This design comes from an exercise in tuning for small area on the open sky130 flow, not from production work. Where RTL was checked, it was by simulation tests only, not by an equivalence proof against the original. No activity file was given, so power comes from the tool's default toggle rates.

==> run a <==
Design bmd_mem_access, start of the top module:
module bmd_mem_access (
    input  logic        clk,
    input  logic        rst_n,
    input  logic        wr_valid_i,
    input  logic [6:0]  wr_addr_i,
    input  logic [3:0]  wr_be_i,
    input  logic [31:0] wr_data_i,
    output logic        wr_credit_o,
    input  logic [6:0]  rd_addr_i,
    input  logic [3:0]  rd_be_i,
    output logic [31:0] rd_data_o,
    input  logic        mwr_done_i,
    input  logic        mrd_done_i,
    output logic        init_rst_o,
    output logic        mwr_start_o,
    output logic [31:0] mwr_addr_o,
    output logic [31:0] mwr_len_o,
    output logic [31:0] mwr_count_o,
    output logic [31:0] mwr_data_o,
    output logic        mrd_start_o,
    output logic [31:0] mrd_addr_o,
    output logic [31:0] mrd_len_o,
    output logic [31:0] mrd_count_o
);
export LEC_CHECK = 0
export CAP_MARGIN = 20
export CORE_MARGIN = 2
export CORE_UTILIZATION = 40
export SLEW_MARGIN = 20
export SYNTH_HIERARCHICAL = 1
export SYNTH_MINIMUM_KEEP_SIZE = 0
create_clock -name core_clock -period 7.0 [get_ports {clk}]
standard.sh (not shown) runs the stock make flow with config.mk's settings and CLKGATE_MAP_FILE= SYNTH_SCRIPT=/design/flow/synth_recipe.tcl, a recipe that flattens the netlist after the stock synthesis.
==> flow/flow/run.sh <==
#!/bin/bash
# Standard layout with the smallest buffer on the ports and a lighter clock tree
set -euo pipefail
export BUFFER_PORTS_ARGS="-buffer_cell sky130_fd_sc_hd__buf_1"
export CTS_ARGS="-sink_clustering_enable -repair_clock_nets -dont_use_dummy_load -buf_list sky130_fd_sc_hd__clkbuf_8 -sink_clustering_size 16 -sink_clustering_max_diameter 60"
bash standard.sh > standard.log 2>&1
==> run b (differences from run a) <==
--- a/flow/design.v
+++ b/flow/design.v
@@ -50,55 +50,49 @@
     output logic [31:0] mwr_len_o,
     output logic [31:0] mwr_count_o,
     output logic [31:0] mwr_data_o,
     output logic        mrd_start_o,
     output logic [31:0] mrd_addr_o,
     output logic [31:0] mrd_len_o,
     output logic [31:0] mrd_count_o
 );
-    localparam logic [1:0] PH_IDLE   = 2'd0;
-    localparam logic [1:0] PH_FETCH  = 2'd1;
-    localparam logic [1:0] PH_MERGE  = 2'd2;
-    localparam logic [1:0] PH_COMMIT = 2'd3;
-    logic [1:0] ph_q;
-    logic       two_q;       
+    logic ph0_q, ph1_q;
+    logic two_q;         
     always_ff @(posedge clk) begin
         if (!rst_n) begin
-            ph_q  <= PH_IDLE;
+            ph0_q <= 1'b0;
+            ph1_q <= 1'b0;
             two_q <= 1'b0;
         end else begin
-            case (ph_q)
-                PH_IDLE:  ph_q <= wr_valid_i ? PH_FETCH : PH_IDLE;
-                PH_FETCH: ph_q <= PH_MERGE;
-                PH_MERGE: ph_q <= PH_COMMIT;
-                default:  ph_q <= (two_q || wr_valid_i) ? PH_FETCH : PH_IDLE;
-            endcase
-            two_q <= (ph_q == PH_FETCH || ph_q == PH_MERGE) && (two_q || wr_valid_i);
-        end
-    end
-    logic commit;
-    assign commit      = (ph_q == PH_COMMIT);
+            ph0_q <= ph1_q ? (!ph0_q && (two_q || wr_valid_i)) : (ph0_q || wr_valid_i);
+            ph1_q <= ph0_q;
+            two_q <= ph0_q && (two_q || wr_valid_i);
+        end
+    end
+    logic fetch, commit;
+    assign fetch       = ph0_q && !ph1_q;
+    assign commit      = ph1_q && !ph0_q;
     assign wr_credit_o = commit;
     logic       addr_hi;
     logic [3:0] in_code;
     logic [31:0] in_data;    
     assign addr_hi = |wr_addr_i[6:4];
     assign in_code = {wr_addr_i[3] | addr_hi, wr_addr_i[2:1], wr_addr_i[0] | addr_hi};
     assign in_data = {wr_data_i[7:0], wr_data_i[15:8], wr_data_i[23:16], wr_data_i[31:24]};
     logic [3:0]  a_code, b_code;
     logic [3:0]  a_be,   b_be;
     logic [31:0] a_data, b_data;
     always_ff @(posedge clk) begin
         if (wr_valid_i) begin
             b_code <= in_code;
             b_be   <= wr_be_i;
             b_data <= in_data;
         end
-        if (ph_q == PH_FETCH) begin
+        if (fetch) begin
             a_code <= b_code;
             a_be   <= b_be;
             a_data <= b_data;
         end
     end
     logic hit_dcsr, hit_ddmacr;
     assign hit_dcsr   = commit && (a_code == 4'd0);
     assign hit_ddmacr = commit && (a_code == 4'd1);
@@ -140,49 +134,43 @@
         end
     end
     logic       rd_lo;
     logic [8:0] rd_hit;
     assign rd_lo = (rd_addr_i[6:4] == 3'd0);
     for (genvar r = 0; r <= 8; r++) begin : g_rdhit
         assign rd_hit[r] = rd_lo && (rd_addr_i[3:0] == 4'(r));
     end
-    logic [8:0] rd_sel [4];
-    for (genvar k = 0; k < 4; k++) begin : g_rdsel
-        assign rd_sel[k] = rd_hit & {9{rd_be_i[k]}};
-    end
     logic [31:0] ctl_sel, ctl_val;
     always_comb begin
         ctl_sel = '0;
         ctl_val = '0;
-        ctl_sel[0]  = rd_sel[0][0] | rd_sel[0][1];
-        ctl_val[0]  = rd_sel[0][0] ? init_rst_q : mwr_start_q;
-        ctl_sel[8]  = rd_sel[1][1];
+        ctl_sel[0]  = rd_hit[0] | rd_hit[1];
+        ctl_val[0]  = rd_hit[0] ? init_rst_q : mwr_start_q;
+        ctl_sel[8]  = rd_hit[1];
         ctl_val[8]  = mwr_done_q;
-        ctl_sel[16] = rd_sel[2][1];
+        ctl_sel[16] = rd_hit[1];
         ctl_val[16] = mrd_start_q;
-        ctl_sel[24] = rd_sel[3][1];
+        ctl_sel[24] = rd_hit[1];
         ctl_val[24] = mrd_done_q;
-        ctl_sel[25] = rd_sel[3][0];
+        ctl_sel[25] = rd_hit[0];
         ctl_val[25] = 1'b1;              
     end
     for (genvar b = 0; b < 32; b++) begin : g_rdbit
-        logic [8:0] s;
-        logic       n0, n1, n2;
-        assign s = rd_sel[b / 8];
-        bmd_aoi222 u_a (.a0(s[2]), .b0(desc_q[2][b]), .a1(s[3]), .b1(desc_q[3][b]),
-                        .a2(s[4]), .b2(desc_q[4][b]), .y(n0));
-        bmd_aoi222 u_b (.a0(s[5]), .b0(desc_q[5][b]), .a1(s[6]), .b1(desc_q[6][b]),
-                        .a2(s[7]), .b2(desc_q[7][b]), .y(n1));
+        logic n0, n1, n2;
+        bmd_aoi222 u_a (.a0(rd_hit[2]), .b0(desc_q[2][b]), .a1(rd_hit[3]), .b1(desc_q[3][b]),
+                        .a2(rd_hit[4]), .b2(desc_q[4][b]), .y(n0));
+        bmd_aoi222 u_b (.a0(rd_hit[5]), .b0(desc_q[5][b]), .a1(rd_hit[6]), .b1(desc_q[6][b]),
+                        .a2(rd_hit[7]), .b2(desc_q[7][b]), .y(n1));
         if (b == 0 || b == 8 || b == 16 || b == 24 || b == 25) begin : g_ctl
-            bmd_aoi22 u_c (.a0(s[8]), .b0(desc_q[8][b]), .a1(ctl_sel[b]), .b1(ctl_val[b]), .y(n2));
+            bmd_aoi22 u_c (.a0(rd_hit[8]), .b0(desc_q[8][b]), .a1(ctl_sel[b]), .b1(ctl_val[b]), .y(n2));
         end else begin : g_noctl
-            bmd_nand2 u_c (.a(s[8]), .b(desc_q[8][b]), .y(n2));
-        end
-        bmd_nand3 u_o (.a(n0), .b(n1), .c(n2), .y(rd_data_o[(3 - b / 8) * 8 + b % 8]));
+            bmd_nand2 u_c (.a(rd_hit[8]), .b(desc_q[8][b]), .y(n2));
+        end
+        bmd_a31oi u_o (.a0(n0), .a1(n1), .a2(n2), .b(!rd_be_i[b / 8]), .y(rd_data_o[(3 - b / 8) * 8 + b % 8]));
     end
     assign init_rst_o  = init_rst_q;
     assign mwr_start_o = mwr_start_q;
     assign mrd_start_o = mrd_start_q;
     assign mwr_addr_o  = desc_q[2];
     assign mwr_len_o   = desc_q[3];
     assign mwr_count_o = desc_q[4];
     assign mwr_data_o  = desc_q[5];
@@ -203,14 +191,14 @@
     assign y = !((a0 && b0) || (a1 && b1));
 endmodule
 module bmd_nand2 (
     input  logic a, b,
     output logic y
 );
     assign y = !(a && b);
 endmodule
-module bmd_nand3 (
-    input  logic a, b, c,
-    output logic y
-);
-    assign y = !(a && b && c);
-endmodule
+module bmd_a31oi (
+    input  logic a0, a1, a2, b,
+    output logic y
+);
+    assign y = !((a0 && a1 && a2) || b);
+endmodule
==> flow/flow/run.sh (replaced) <==
#!/bin/bash
# The standard layout (standard.sh, unchanged synthesis) with two changes:
#  - the ports get the smallest buffer, sky130_fd_sc_hd__buf_1, instead of the one
#    buffer_ports picks by default;
#  - the clock tree uses clkbuf_4 in small clusters (at most 11 sinks within 60 um) and no dummy loads.
# All tool output goes to standard.log here; ORFS keeps its per-step logs in orfs/logs.
set -euo pipefail
export BUFFER_PORTS_ARGS="-buffer_cell sky130_fd_sc_hd__buf_1"
export CTS_ARGS="-sink_clustering_enable -repair_clock_nets -dont_use_dummy_load -buf_list sky130_fd_sc_hd__clkbuf_4 -sink_clustering_size 11 -sink_clustering_max_diameter 60"
bash standard.sh > standard.log 2>&1
CAP_MARGIN = 0   (was 20)
CORE_UTILIZATION = 50   (was 40)
SLEW_MARGIN = 0   (was 20)
==> comparison <==
- Of run b and run a, run a has the higher combinational power (gap about 24%, measured against run a).
- Of run a and run b, run b has the higher register-to-register slack (gap 0.14 ns).
- Against run a, the clock power of run b is lower by 14%.
- Clock skew: run a is higher than run b (0.021 ns).
For run a, only the layout was checked, not whether the RTL still works.


==> run D <==
bmd_mem_access, a different RTL version from the one above (not shown whole).
==> module bmd_mem_access, before the edit <==
module bmd_mem_access (
    input  logic        clk,
    input  logic        rst_n,
    input  logic        wr_valid_i,
    input  logic [6:0]  wr_addr_i,
    input  logic [3:0]  wr_be_i,
    input  logic [31:0] wr_data_i,
    output logic        wr_credit_o,
    input  logic [6:0]  rd_addr_i,
    input  logic [3:0]  rd_be_i,
    output logic [31:0] rd_data_o,
    input  logic        mwr_done_i,
    input  logic        mrd_done_i,
    output logic        init_rst_o,
    output logic        mwr_start_o,
    output logic [31:0] mwr_addr_o,
    output logic [31:0] mwr_len_o,
    output logic [31:0] mwr_count_o,
    output logic [31:0] mwr_data_o,
    output logic        mrd_start_o,
    output logic [31:0] mrd_addr_o,
    output logic [31:0] mrd_len_o,
    output logic [31:0] mrd_count_o
);
    localparam logic [1:0] PH_IDLE   = 2'd0;
    localparam logic [1:0] PH_FETCH  = 2'd1;
    localparam logic [1:0] PH_MERGE  = 2'd2;
    localparam logic [1:0] PH_COMMIT = 2'd3;
    logic [1:0] ph_q;
    logic       two_q;       
    always_ff @(posedge clk) begin
        if (!rst_n) begin
            ph_q  <= PH_IDLE;
            two_q <= 1'b0;
        end else begin
            case (ph_q)
                PH_IDLE:  ph_q <= wr_valid_i ? PH_FETCH : PH_IDLE;
                PH_FETCH: ph_q <= PH_MERGE;
                PH_MERGE: ph_q <= PH_COMMIT;
                default:  ph_q <= (two_q || wr_valid_i) ? PH_FETCH : PH_IDLE;
            endcase
            two_q <= (ph_q == PH_FETCH || ph_q == PH_MERGE) && (two_q || wr_valid_i);
        end
    end
    logic commit;
    assign commit      = (ph_q == PH_COMMIT);
    assign wr_credit_o = commit;
    logic       addr_hi;
    logic [3:0] in_code;
    logic [31:0] in_data;    
    assign addr_hi = |wr_addr_i[6:4];
    assign in_code = {wr_addr_i[3] | addr_hi, wr_addr_i[2:1], wr_addr_i[0] | addr_hi};
    assign in_data = {wr_data_i[7:0], wr_data_i[15:8], wr_data_i[23:16], wr_data_i[31:24]};
    logic [3:0]  a_code, b_code;
    logic [3:0]  a_be,   b_be;
    logic [31:0] a_data, b_data;
    always_ff @(posedge clk) begin
        if (ph_q == PH_IDLE || ph_q == PH_COMMIT) begin
            a_code <= two_q ? b_code : in_code;
            a_be   <= two_q ? b_be   : wr_be_i;
            a_data <= two_q ? b_data : in_data;
        end
        if (!two_q) begin
            b_code <= in_code;
            b_be   <= wr_be_i;
            b_data <= in_data;
        end
    end
    logic hit_dcsr, hit_ddmacr;
    assign hit_dcsr   = commit && (a_code == 4'd0);
    assign hit_ddmacr = commit && (a_code == 4'd1);
    logic init_rst_q, init_rst_d;
    logic mwr_start_q, mwr_done_q, mrd_start_q, mrd_done_q;
    assign init_rst_d = (hit_dcsr && a_be[0]) ? a_data[0] : init_rst_q;
    always_ff @(posedge clk) begin
        if (!rst_n) begin
            init_rst_q  <= 1'b0;
            mwr_start_q <= 1'b0;
            mwr_done_q  <= 1'b0;
            mrd_start_q <= 1'b0;
            mrd_done_q  <= 1'b0;
        end else begin
            init_rst_q <= init_rst_d;
            if (init_rst_d) begin
                mwr_start_q <= 1'b0;
                mwr_done_q  <= 1'b0;
                mrd_start_q <= 1'b0;
                mrd_done_q  <= 1'b0;
            end else begin
                if (hit_ddmacr && a_be[0]) mwr_start_q <= a_data[0];
                if (hit_ddmacr && a_be[2]) mrd_start_q <= a_data[16];
                if (mwr_done_i) mwr_done_q <= 1'b1;
                if (mrd_done_i) mrd_done_q <= 1'b1;
            end
        end
    end
    logic [31:0] desc_q [2:8];
    logic [31:0] wdata;
    assign wdata = a_data & {32{rst_n}};
    for (genvar r = 2; r <= 8; r++) begin : g_desc
        for (genvar k = 0; k < 4; k++) begin : g_byte
            logic en;
            assign en = !rst_n || (commit && a_code == 4'(r) && a_be[k]);
            always_ff @(posedge clk) begin
                if (en) desc_q[r][8*k +: 8] <= wdata[8*k +: 8];
            end
        end
    end
    logic [31:0] rd_raw;
    always_comb begin
        case (rd_addr_i)
            7'd0:    rd_raw = {8'h02, 23'd0, init_rst_q};
            7'd1:    rd_raw = {7'd0, mrd_done_q, 7'd0, mrd_start_q, 7'd0, mwr_done_q, 7'd0, mwr_start_q};
            7'd2:    rd_raw = desc_q[2];
            7'd3:    rd_raw = desc_q[3];
            7'd4:    rd_raw = desc_q[4];
            7'd5:    rd_raw = desc_q[5];
            7'd6:    rd_raw = desc_q[6];
            7'd7:    rd_raw = desc_q[7];
            7'd8:    rd_raw = desc_q[8];
            default: rd_raw = '0;
        endcase
    end
    always_comb begin
        for (int k = 0; k < 4; k++) begin
            rd_data_o[24-8*k +: 8] = rd_be_i[k] ? rd_raw[8*k +: 8] : 8'd0;
        end
    end
    assign init_rst_o  = init_rst_q;
    assign mwr_start_o = mwr_start_q;
    assign mrd_start_o = mrd_start_q;
    assign mwr_addr_o  = desc_q[2];
    assign mwr_len_o   = desc_q[3];
    assign mwr_count_o = desc_q[4];
    assign mwr_data_o  = desc_q[5];
    assign mrd_addr_o  = desc_q[6];
    assign mrd_len_o   = desc_q[7];
    assign mrd_count_o = desc_q[8];
endmodule
export LEC_CHECK = 0
export CAP_MARGIN = 20
export CORE_MARGIN = 2
export CORE_UTILIZATION = 40
export SLEW_MARGIN = 20
create_clock -name core_clock -period 7.0 [get_ports {clk}]
run.sh (not shown) runs the stock make flow with config.mk's settings and CLKGATE_MAP_FILE= SYNTH_SCRIPT=/design/flow/synth_recipe.tcl, a recipe that flattens the netlist after the stock synthesis.
Stock flow here: none of the scripts above is used.
==> run G (differences from run D) <==
--- a/flow/design.v
+++ b/flow/design.v
@@ -56,26 +56,20 @@
     output logic [31:0] mrd_count_o
 );
-    localparam logic [1:0] PH_IDLE   = 2'd0;
-    localparam logic [1:0] PH_FETCH  = 2'd1;
-    localparam logic [1:0] PH_MERGE  = 2'd2;
-    localparam logic [1:0] PH_COMMIT = 2'd3;
-    logic [1:0] ph_q;
-    logic       two_q;       
+    logic ph0_q, ph1_q;
+    logic two_q;         
     always_ff @(posedge clk) begin
         if (!rst_n) begin
-            ph_q  <= PH_IDLE;
+            ph0_q <= 1'b0;
+            ph1_q <= 1'b0;
             two_q <= 1'b0;
         end else begin
-            case (ph_q)
-                PH_IDLE:  ph_q <= wr_valid_i ? PH_FETCH : PH_IDLE;
-                PH_FETCH: ph_q <= PH_MERGE;
-                PH_MERGE: ph_q <= PH_COMMIT;
-                default:  ph_q <= (two_q || wr_valid_i) ? PH_FETCH : PH_IDLE;
-            endcase
-            two_q <= (ph_q == PH_FETCH || ph_q == PH_MERGE) && (two_q || wr_valid_i);
-        end
-    end
-    logic commit;
-    assign commit      = (ph_q == PH_COMMIT);
+            ph0_q <= ph1_q ? (!ph0_q && (two_q || wr_valid_i)) : (ph0_q || wr_valid_i);
+            ph1_q <= ph0_q;
+            two_q <= ph0_q && (two_q || wr_valid_i);
+        end
+    end
+    logic fetch, commit;
+    assign fetch       = ph0_q && !ph1_q;
+    assign commit      = ph1_q && !ph0_q;
     assign wr_credit_o = commit;
     logic       addr_hi;
@@ -89,13 +83,13 @@
     logic [31:0] a_data, b_data;
     always_ff @(posedge clk) begin
-        if (ph_q == PH_IDLE || ph_q == PH_COMMIT) begin
-            a_code <= two_q ? b_code : in_code;
-            a_be   <= two_q ? b_be   : wr_be_i;
-            a_data <= two_q ? b_data : in_data;
-        end
-        if (!two_q) begin
+        if (wr_valid_i) begin
             b_code <= in_code;
             b_be   <= wr_be_i;
             b_data <= in_data;
+        end
+        if (fetch) begin
+            a_code <= b_code;
+            a_be   <= b_be;
+            a_data <= b_data;
         end
     end
@@ -140,23 +134,37 @@
         end
     end
-    logic [31:0] rd_raw;
+    logic       rd_lo;
+    logic [8:0] rd_hit;
+    assign rd_lo = (rd_addr_i[6:4] == 3'd0);
+    for (genvar r = 0; r <= 8; r++) begin : g_rdhit
+        assign rd_hit[r] = rd_lo && (rd_addr_i[3:0] == 4'(r));
+    end
+    logic [31:0] ctl_sel, ctl_val;
     always_comb begin
-        case (rd_addr_i)
-            7'd0:    rd_raw = {8'h02, 23'd0, init_rst_q};
-            7'd1:    rd_raw = {7'd0, mrd_done_q, 7'd0, mrd_start_q, 7'd0, mwr_done_q, 7'd0, mwr_start_q};
-            7'd2:    rd_raw = desc_q[2];
-            7'd3:    rd_raw = desc_q[3];
-            7'd4:    rd_raw = desc_q[4];
-            7'd5:    rd_raw = desc_q[5];
-            7'd6:    rd_raw = desc_q[6];
-            7'd7:    rd_raw = desc_q[7];
-            7'd8:    rd_raw = desc_q[8];
-            default: rd_raw = '0;
-        endcase
-    end
-    always_comb begin
-        for (int k = 0; k < 4; k++) begin
-            rd_data_o[24-8*k +: 8] = rd_be_i[k] ? rd_raw[8*k +: 8] : 8'd0;
-        end
+        ctl_sel = '0;
+        ctl_val = '0;
+        ctl_sel[0]  = rd_hit[0] | rd_hit[1];
+        ctl_val[0]  = rd_hit[0] ? init_rst_q : mwr_start_q;
+        ctl_sel[8]  = rd_hit[1];
+        ctl_val[8]  = mwr_done_q;
+        ctl_sel[16] = rd_hit[1];
+        ctl_val[16] = mrd_start_q;
+        ctl_sel[24] = rd_hit[1];
+        ctl_val[24] = mrd_done_q;
+        ctl_sel[25] = rd_hit[0];
+        ctl_val[25] = 1'b1;              
+    end
+    for (genvar b = 0; b < 32; b++) begin : g_rdbit
+        logic n0, n1, n2;
+        bmd_aoi222 u_a (.a0(rd_hit[2]), .b0(desc_q[2][b]), .a1(rd_hit[3]), .b1(desc_q[3][b]),
+                        .a2(rd_hit[4]), .b2(desc_q[4][b]), .y(n0));
+        bmd_aoi222 u_b (.a0(rd_hit[5]), .b0(desc_q[5][b]), .a1(rd_hit[6]), .b1(desc_q[6][b]),
+                        .a2(rd_hit[7]), .b2(desc_q[7][b]), .y(n1));
+        if (b == 0 || b == 8 || b == 16 || b == 24 || b == 25) begin : g_ctl
+            bmd_aoi22 u_c (.a0(rd_hit[8]), .b0(desc_q[8][b]), .a1(ctl_sel[b]), .b1(ctl_val[b]), .y(n2));
+        end else begin : g_noctl
+            bmd_nand2 u_c (.a(rd_hit[8]), .b(desc_q[8][b]), .y(n2));
+        end
+        bmd_a31oi u_o (.a0(n0), .a1(n1), .a2(n2), .b(!rd_be_i[b / 8]), .y(rd_data_o[(3 - b / 8) * 8 + b % 8]));
     end
     assign init_rst_o  = init_rst_q;
@@ -171,2 +179,26 @@
     assign mrd_count_o = desc_q[8];
 endmodule
+module bmd_aoi222 (
+    input  logic a0, b0, a1, b1, a2, b2,
+    output logic y
+);
+    assign y = !((a0 && b0) || (a1 && b1) || (a2 && b2));
+endmodule
+module bmd_aoi22 (
+    input  logic a0, b0, a1, b1,
+    output logic y
+);
+    assign y = !((a0 && b0) || (a1 && b1));
+endmodule
+module bmd_nand2 (
+    input  logic a, b,
+    output logic y
+);
+    assign y = !(a && b);
+endmodule
+module bmd_a31oi (
+    input  logic a0, a1, a2, b,
+    output logic y
+);
+    assign y = !((a0 && a1 && a2) || b);
+endmodule
==> flow/flow/run.sh (new file) <==
#!/bin/bash
# The standard layout (standard.sh, unchanged synthesis) with two changes:
#  - the ports get the smallest buffer, sky130_fd_sc_hd__buf_1, instead of the one
#    buffer_ports picks by default;
#  - the clock tree uses clkbuf_4 in small clusters and no dummy loads.
# All tool output goes to standard.log here; ORFS keeps its per-step logs in orfs/logs.
set -euo pipefail
export BUFFER_PORTS_ARGS="-buffer_cell sky130_fd_sc_hd__buf_1"
export CTS_ARGS="-sink_clustering_enable -repair_clock_nets -dont_use_dummy_load -buf_list sky130_fd_sc_hd__clkbuf_4 -sink_clustering_size 11 -sink_clustering_max_diameter 60"
bash standard.sh > standard.log 2>&1
==> flow/standard.sh (new file) <==
#!/bin/bash
# synth_recipe.tcl (not shown) runs the flow's synth.tcl, then flattens the netlist and writes it again
# the make line also repeats each setting of config.mk as NAME=value (left out here)
make -C /OpenROAD-flow-scripts/flow DESIGN_CONFIG=/design/flow/config.mk WORK_HOME=/design/flow/orfs CLKGATE_MAP_FILE= SYNTH_SCRIPT=/design/flow/synth_recipe.tcl "${@:-finish}"
- CAP_MARGIN: 20 -> 0
- CORE_UTILIZATION: 40 -> 50
- SLEW_MARGIN: 20 -> 0
- SYNTH_HIERARCHICAL: default -> 1
- SYNTH_MINIMUM_KEEP_SIZE: default -> 0
removed: flow/run.sh
==> run E (differences from run D) <==
--- a/flow/design.v
+++ b/flow/design.v
@@ -89,13 +89,13 @@
     logic [31:0] a_data, b_data;
     always_ff @(posedge clk) begin
-        if (ph_q == PH_IDLE || ph_q == PH_COMMIT) begin
-            a_code <= two_q ? b_code : in_code;
-            a_be   <= two_q ? b_be   : wr_be_i;
-            a_data <= two_q ? b_data : in_data;
-        end
-        if (!two_q) begin
+        if (wr_valid_i) begin
             b_code <= in_code;
             b_be   <= wr_be_i;
             b_data <= in_data;
+        end
+        if (ph_q == PH_FETCH) begin
+            a_code <= b_code;
+            a_be   <= b_be;
+            a_data <= b_data;
         end
     end
@@ -140,23 +140,43 @@
         end
     end
-    logic [31:0] rd_raw;
+    logic       rd_lo;
+    logic [8:0] rd_hit;
+    assign rd_lo = (rd_addr_i[6:4] == 3'd0);
+    for (genvar r = 0; r <= 8; r++) begin : g_rdhit
+        assign rd_hit[r] = rd_lo && (rd_addr_i[3:0] == 4'(r));
+    end
+    logic [8:0] rd_sel [4];
+    for (genvar k = 0; k < 4; k++) begin : g_rdsel
+        assign rd_sel[k] = rd_hit & {9{rd_be_i[k]}};
+    end
+    logic [31:0] ctl_sel, ctl_val;
     always_comb begin
-        case (rd_addr_i)
-            7'd0:    rd_raw = {8'h02, 23'd0, init_rst_q};
-            7'd1:    rd_raw = {7'd0, mrd_done_q, 7'd0, mrd_start_q, 7'd0, mwr_done_q, 7'd0, mwr_start_q};
-            7'd2:    rd_raw = desc_q[2];
-            7'd3:    rd_raw = desc_q[3];
-            7'd4:    rd_raw = desc_q[4];
-            7'd5:    rd_raw = desc_q[5];
-            7'd6:    rd_raw = desc_q[6];
-            7'd7:    rd_raw = desc_q[7];
-            7'd8:    rd_raw = desc_q[8];
-            default: rd_raw = '0;
-        endcase
-    end
-    always_comb begin
-        for (int k = 0; k < 4; k++) begin
-            rd_data_o[24-8*k +: 8] = rd_be_i[k] ? rd_raw[8*k +: 8] : 8'd0;
-        end
+        ctl_sel = '0;
+        ctl_val = '0;
+        ctl_sel[0]  = rd_sel[0][0] | rd_sel[0][1];
+        ctl_val[0]  = rd_sel[0][0] ? init_rst_q : mwr_start_q;
+        ctl_sel[8]  = rd_sel[1][1];
+        ctl_val[8]  = mwr_done_q;
+        ctl_sel[16] = rd_sel[2][1];
+        ctl_val[16] = mrd_start_q;
+        ctl_sel[24] = rd_sel[3][1];
+        ctl_val[24] = mrd_done_q;
+        ctl_sel[25] = rd_sel[3][0];
+        ctl_val[25] = 1'b1;              
+    end
+    for (genvar b = 0; b < 32; b++) begin : g_rdbit
+        logic [8:0] s;
+        logic       n0, n1, n2;
+        assign s = rd_sel[b / 8];
+        bmd_aoi222 u_a (.a0(s[2]), .b0(desc_q[2][b]), .a1(s[3]), .b1(desc_q[3][b]),
+                        .a2(s[4]), .b2(desc_q[4][b]), .y(n0));
+        bmd_aoi222 u_b (.a0(s[5]), .b0(desc_q[5][b]), .a1(s[6]), .b1(desc_q[6][b]),
+                        .a2(s[7]), .b2(desc_q[7][b]), .y(n1));
+        if (b == 0 || b == 8 || b == 16 || b == 24 || b == 25) begin : g_ctl
+            bmd_aoi22 u_c (.a0(s[8]), .b0(desc_q[8][b]), .a1(ctl_sel[b]), .b1(ctl_val[b]), .y(n2));
+        end else begin : g_noctl
+            bmd_nand2 u_c (.a(s[8]), .b(desc_q[8][b]), .y(n2));
+        end
+        bmd_nand3 u_o (.a(n0), .b(n1), .c(n2), .y(rd_data_o[(3 - b / 8) * 8 + b % 8]));
     end
     assign init_rst_o  = init_rst_q;
@@ -171,2 +191,26 @@
     assign mrd_count_o = desc_q[8];
 endmodule
+module bmd_aoi222 (
+    input  logic a0, b0, a1, b1, a2, b2,
+    output logic y
+);
+    assign y = !((a0 && b0) || (a1 && b1) || (a2 && b2));
+endmodule
+module bmd_aoi22 (
+    input  logic a0, b0, a1, b1,
+    output logic y
+);
+    assign y = !((a0 && b0) || (a1 && b1));
+endmodule
+module bmd_nand2 (
+    input  logic a, b,
+    output logic y
+);
+    assign y = !(a && b);
+endmodule
+module bmd_nand3 (
+    input  logic a, b, c,
+    output logic y
+);
+    assign y = !(a && b && c);
+endmodule
==> flow/flow/run.sh (new file) <==
#!/bin/bash
# Standard layout with the smallest buffer on the ports and a lighter clock tree
set -euo pipefail
export BUFFER_PORTS_ARGS="-buffer_cell sky130_fd_sc_hd__buf_1"
export CTS_ARGS="-sink_clustering_enable -repair_clock_nets -dont_use_dummy_load -buf_list sky130_fd_sc_hd__clkbuf_4 -sink_clustering_size 10 -sink_clustering_max_diameter 50"
bash standard.sh > standard.log 2>&1
==> flow/standard.sh (new file) <==
#!/bin/bash
# synth_recipe.tcl (not shown) runs the flow's synth.tcl, then flattens the netlist and writes it again
# the make line also repeats each setting of config.mk as NAME=value (left out here)
make -C /OpenROAD-flow-scripts/flow DESIGN_CONFIG=/design/flow/config.mk WORK_HOME=/design/flow/orfs CLKGATE_MAP_FILE= SYNTH_SCRIPT=/design/flow/synth_recipe.tcl "${@:-finish}"
- SYNTH_HIERARCHICAL: default -> 1
- SYNTH_MINIMUM_KEEP_SIZE: default -> 0
removed: flow/run.sh
==> run notes <==
|  | run D | run E | run G |
|---|---|---|---|
| Status | timing/DRC/antenna clean | timing/DRC/antenna clean | timing/DRC/antenna clean |
| Repair and plain buffers | 345 | 339 | 329 |
| Endpoint of the most critical setup path | rd_data_o[6] | rd_data_o[13] | rd_data_o[0] |
| Share of the synthesized area in compound gates (AO/OA/AOI/OAI) | 0.1091 | 0.07794 | 0.1017 |
| Die X-Extent | 178.1 um | 171.6 um | 153.0 um |
| Leakage Power | 5.878 nW | 4.472 nW | 4.088 nW |
| Global Route met1 Usage | 0.3196 | 0.2537 | 0.3227 |
| First-pass GRT wire length | 58.01 mm | 42.88 mm | 45.20 mm |
| Clock buf/inv share | 0.06316 | 0.02196 | 0.01962 |
| Register-to-Register Path Depth | 4 | 4 | 3 |
| Fraction of area in multi-input gates | 0.1772 | 0.1417 | 0.1374 |
| Worst setup skew after layout | 0.007677 ns | 0.05130 ns | 0.03324 ns |
| Sequential cell area fraction in the yosys report | 0.7331 | 0.8266 | 0.8365 |
| Clock root cell | sky130_fd_sc_hd__clkbuf_16 | sky130_fd_sc_hd__clkbuf_4 | sky130_fd_sc_hd__clkbuf_4 |
| Number of flops mapped to enable cells by yosys | 264 | 304 | 304 |
| Detailed-route wire length | 41.78 mm | 31.11 mm | 30.66 mm |
| Number of detailed-routing iterations run before antenna repair | 5 | 9 | 9 |
| Final weighted congestion in routability-driven placement | 0.8420 | 0.9172 | 0.8260 |
| Post-synthesis average cell area | 15.77 um^2 | 18.45 um^2 | 19.28 um^2 |
| Placement-stage cell area | 0.01576 mm^2 | 0.01302 mm^2 | 0.01274 mm^2 |
| Reg power frac | 0.501 | 0.681 | 0.700 |
| Non-Clock Inverter Count | 11 | 8 | 10 |
| Final core utilization | 0.5666 | 0.4812 | 0.5961 |
| Initial core utilization | 0.4080 | 0.4056 | 0.5088 |
| Antenna cell count | 2 | 4 | 4 |
Function not checked in run E: the RTL went through the layout flow alone.

==> what the ideal ports hide <==
Ports are ideal in the flow. The routed layouts listed here were re-timed in OpenROAD.
Step 1: set_driving_cell puts a clkbuf_16 on clk and a buf_2 on each other input, an assumption about the parent block.
Step 2 times the ports against the registers' clock, not the clock port: input delays grow and output delays shrink by t, the midpoint of the rising clock arrivals with the driver on.
a / b / c = ideal ports / drivers / drivers and shift; a / b = the first two.
run	t (ns)	setup WS [ns]	worst hold slack (ns)	clock arrival spread, ns
run a	0.583	1.872 / 1.849 / 1.849	0.415 / 0.415 / 0.415	0.054 / 0.054
run b	0.647	1.883 / 1.859 / 1.859	0.422 / 0.422 / 0.422	0.037 / 0.037
run D	0.597	0.996 / 0.924 / 0.924	0.463 / 0.463 / 0.463	0.009 / 0.010
run G	0.647	1.883 / 1.859 / 1.859	0.422 / 0.422 / 0.422	0.037 / 0.037
run E	0.655	1.881 / 1.857 / 1.857	0.360 / 0.360 / 0.360	0.057 / 0.057
After both steps setup and hold are still met in every run listed. The setup slack of run D, which loses most, moves by -0.072 ns with the drivers and by -0.072 ns with both steps.
